Context: an optimization exercise on an open-source flow, tuned for small area, a short achievable clock period and few clock cycles per item. The choices shown serve that exercise and are no tape-out recipe.
The RTL was checked by simulation tests, not by an equivalence proof against the original design.
Power figures rest on the tool's default switching activity, not on a simulated workload.

==> flow/design.v (excerpt) <==
module des_top (
  input  logic        clk,
  input  logic        rst,
  input  logic        wb_cyc_i,
  input  logic        wb_stb_i,
  input  logic        wb_we_i,
  input  logic [2:0]  wb_adr_i,
  input  logic [31:0] wb_dat_i,
  output logic        wb_ack_o,
  output logic [31:0] wb_dat_o
);
Size in the first run: ~1700 cells after synthesis, roughly 73 I/O pins, about 17000 um2 of cells after synthesis.
==> flow/config.mk <==
export PLATFORM = sky130hd
export DESIGN_NAME = des_top
export DESIGN_NICKNAME = des_top
export VERILOG_FILES = /design/flow/design.v
export SDC_FILE = /design/flow/constraint.sdc
export NUM_CORES = 4
export LEC_CHECK = 0
export CAP_MARGIN = 20
export CORE_MARGIN = 2
export CORE_UTILIZATION = 50
export CTS_CLUSTER_DIAMETER = 80
export CTS_CLUSTER_SIZE = 20
export SETUP_SLACK_MARGIN = 4.15
export SLEW_MARGIN = 20
==> flow/constraint.sdc <==
create_clock -name core_clock -period 6.5 [get_ports {clk}]
set_input_delay 1.3000 -clock core_clock [delete_from_list [all_inputs] [get_ports {clk}]]
set_output_delay 1.3000 -clock core_clock [all_outputs]
set_load 0.01 [all_outputs]
standard.sh (not shown) runs the stock make flow with config.mk's settings and CLKGATE_MAP_FILE= SYNTH_SCRIPT=/design/flow/synth_recipe.tcl, a recipe that flattens the netlist after the stock synthesis.
==> flow/flow/run.sh <==
#!/bin/bash
# Standard layout, with two changes: plain buffers on the ports instead of the
# delay cells buffer_ports picks by default, and the module holding the last
# xor of the round kept apart while Yosys and ABC map the logic, so the late
# S-box outputs meet one xor gate. synth_recipe.tcl flattens it afterwards.
set -euo pipefail
export BUFFER_PORTS_ARGS="-buffer_cell sky130_fd_sc_hd__buf_2"
export SYNTH_KEEP_MODULES="des_xmix"
bash standard.sh finish > make_finish.log 2>&1
Testbench counts at the start, summed over its fixed seeds: cycles 8,512, items 384.
==> next run, changes <==
CORE_UTILIZATION = 40   (was 50)
CTS_CLUSTER_DIAMETER = unset   (was 80)
CTS_CLUSTER_SIZE = unset   (was 20)
Outcome: Routed wire length increases by 0.33%; fmax is higher by 2.3%; sequential cell count is unchanged.
==> next run, changes <==
SETUP_SLACK_MARGIN = 4.0   (was 4.15)
=> The changed run completed with no timing, DRC or antenna violations; cell area fell by 0.76%; sequential share of layout area stays flat; worst setup slack is worse by 0.12 ns; core utilization fell by 0.34 points; count of clock-buffer cells in the layout fell by 3; wire length fell by 0.59%; via count stays flat; total power rose by 0.79%; clock skew fell by 0.0085 ns; non-clock buffer count fell by 7.
==> next run, changes <==
SETUP_SLACK_MARGIN = 4.15   (was 4.0)
TNS_END_PERCENT = 30   (was unset)
After rerunning: Setup slack got worse by 0.042 ns; global-route usage rose by 0.53 points; flip-flop and latch count does not change; sequential share of layout area came out lower by 0.29 points; synthesized area is unchanged.

des_top, a different RTL version from the one above (not shown whole).
For scale: about 73 I/O pins, ~0.017 mm² of cells after synthesis.
export LEC_CHECK = 0
export CAP_MARGIN = 20
export CORE_MARGIN = 2
export CORE_UTILIZATION = 40
export CTS_CLUSTER_DIAMETER = 100
export CTS_CLUSTER_SIZE = 30
export SETUP_SLACK_MARGIN = 4.0
export SLEW_MARGIN = 20
export TNS_END_PERCENT = 0
create_clock -name core_clock -period 6.5 [get_ports {clk}]
==> flow/flow/run.sh <==
#!/bin/bash
# Standard layout, with plain buffers on the ports instead of the delay cells
# buffer_ports picks by default.
set -euo pipefail
export BUFFER_PORTS_ARGS="-buffer_cell sky130_fd_sc_hd__buf_2"
bash standard.sh finish > make_finish.log 2>&1
Testbench counts at the start, summed over its fixed seeds: cycles 8,512, items 384.
Change:
- CTS_CLUSTER_DIAMETER: 100 -> not set
- CTS_CLUSTER_SIZE: 30 -> not set
- TNS_END_PERCENT: 0 -> not set
Outcome: Via count rose by 3.8%. Wire length rose by 5.0%. Final area rose by 11%. Sequential power barely changes. Synthesized cell count stays the same. Setup slack improves by 0.17 ns. Power rose by 22%. Non-clock buffer count rose by 70. Global-route usage rose by 1.2 points. Synthesized area stays the same. First-iteration DRC count rose by 6.8%.

oak:
RTL: one of the versions met above, not the one the previous note started from.
Size: roughly 1700 cells after synthesis, about 310 flip-flops, roughly 17000 µm² of cells after synthesis.
Settings: LEC_CHECK=0, CAP_MARGIN=20, CORE_MARGIN=2, CORE_UTILIZATION=50, SETUP_SLACK_MARGIN=4.15, SLEW_MARGIN=20; clock period 6.5 ns.
==> flow/flow/run.sh <==
#!/bin/bash
# Standard layout, with two changes: plain buffers on the ports instead of the
# delay cells buffer_ports picks by default, and the module holding the last
# xor of the round kept apart while Yosys and ABC map the logic, so the late
# S-box outputs meet one xor gate. synth_recipe.tcl flattens it afterwards.
set -euo pipefail
export BUFFER_PORTS_ARGS="-buffer_cell sky130_fd_sc_hd__buf_2"
export SYNTH_KEEP_MODULES="des_xmix"
bash standard.sh finish > make_finish.log 2>&1
Testbench counts of oak, summed over its fixed seeds: cycles 8,512, items 384.
The following lists how pine was set up differently from oak:
- setting CTS_CLUSTER_DIAMETER to 80 for the first time
- setting CTS_CLUSTER_SIZE to 20 for the first time
- changing SETUP_SLACK_MARGIN from 4.15 to 4.2
--- outcome ---
- Clock skew in pine is 0.0046 ns above oak.
- pine: share of the cycle needed by the critical path after routing is 0.41 points lower than what oak reported.
- pine vs oak — routed wire length rose 0.31%.
- pine gives less power than oak did.
- Reported for pine and oak, post-synthesis share of cell area spent on and, or, nand and nor gates turned out identical to the last digit.
- Every run (pine and oak) finished clean.
- [compare] base=oak new=pine: final design instance area without fill -about 1.9%; worst hold slack -0.045 ns; wire length on met3 +about 0.5%.

-- re-timing with driven ports --
In the flow no input, the clock included, has a driving cell. The finished layouts below were timed again as built, in two steps. Step 1 (the two cells are an assumption about what drives the block):
set clk [get_ports {clk}]
set_driving_cell -lib_cell sky130_fd_sc_hd__clkbuf_16 $clk
set_driving_cell -lib_cell sky130_fd_sc_hd__buf_2 [delete_from_list [all_inputs] $clk]
Step 2 adds t to the input delays and takes it off the output delays; t is the mean of the earliest and latest rising clock arrival at the registers after step 1. Input paths then give back, and output paths get back, about the clock's delay inside the block. Three values: ideal, step 1, step 2; two values: the first two.
run	t (ns)	slack for setup (ns)	worst setup path after step 2	latest minus earliest clock arrival (ns)	worst register clock-pin slew, ns
the first run of note 1	0.572	4.098 / 4.095 / 3.621	input to register	0.029 / 0.029	0.09 / 0.09
the second run of note 1	0.610	4.153 / 4.103 / 3.582	input to register	0.019 / 0.020	0.07 / 0.07
the third run of note 1	0.620	4.033 / 4.021 / 3.441	input to register	0.010 / 0.010	0.07 / 0.07
the fourth run of note 1	0.615	3.991 / 4.022 / 3.407	input to register	0.014 / 0.015	0.07 / 0.07
the first run of note 2	0.555	3.796 / 3.796 / 3.308	input to register	0.031 / 0.031	0.12 / 0.12
the second run of note 2	0.593	3.967 / 3.967 / 3.490	input to register	0.025 / 0.025	0.06 / 0.06
oak	0.573	4.170 / 4.116 / 3.658	input to register	0.013 / 0.013	0.06 / 0.06
pine	0.570	4.196 / 4.141 / 3.719	input to register	0.018 / 0.018	0.10 / 0.10
After both steps every run listed still meets setup and hold. For the third run of note 1, which loses most, drivers alone change the setup slack by -0.012 ns; drivers and shift together by -0.592 ns.
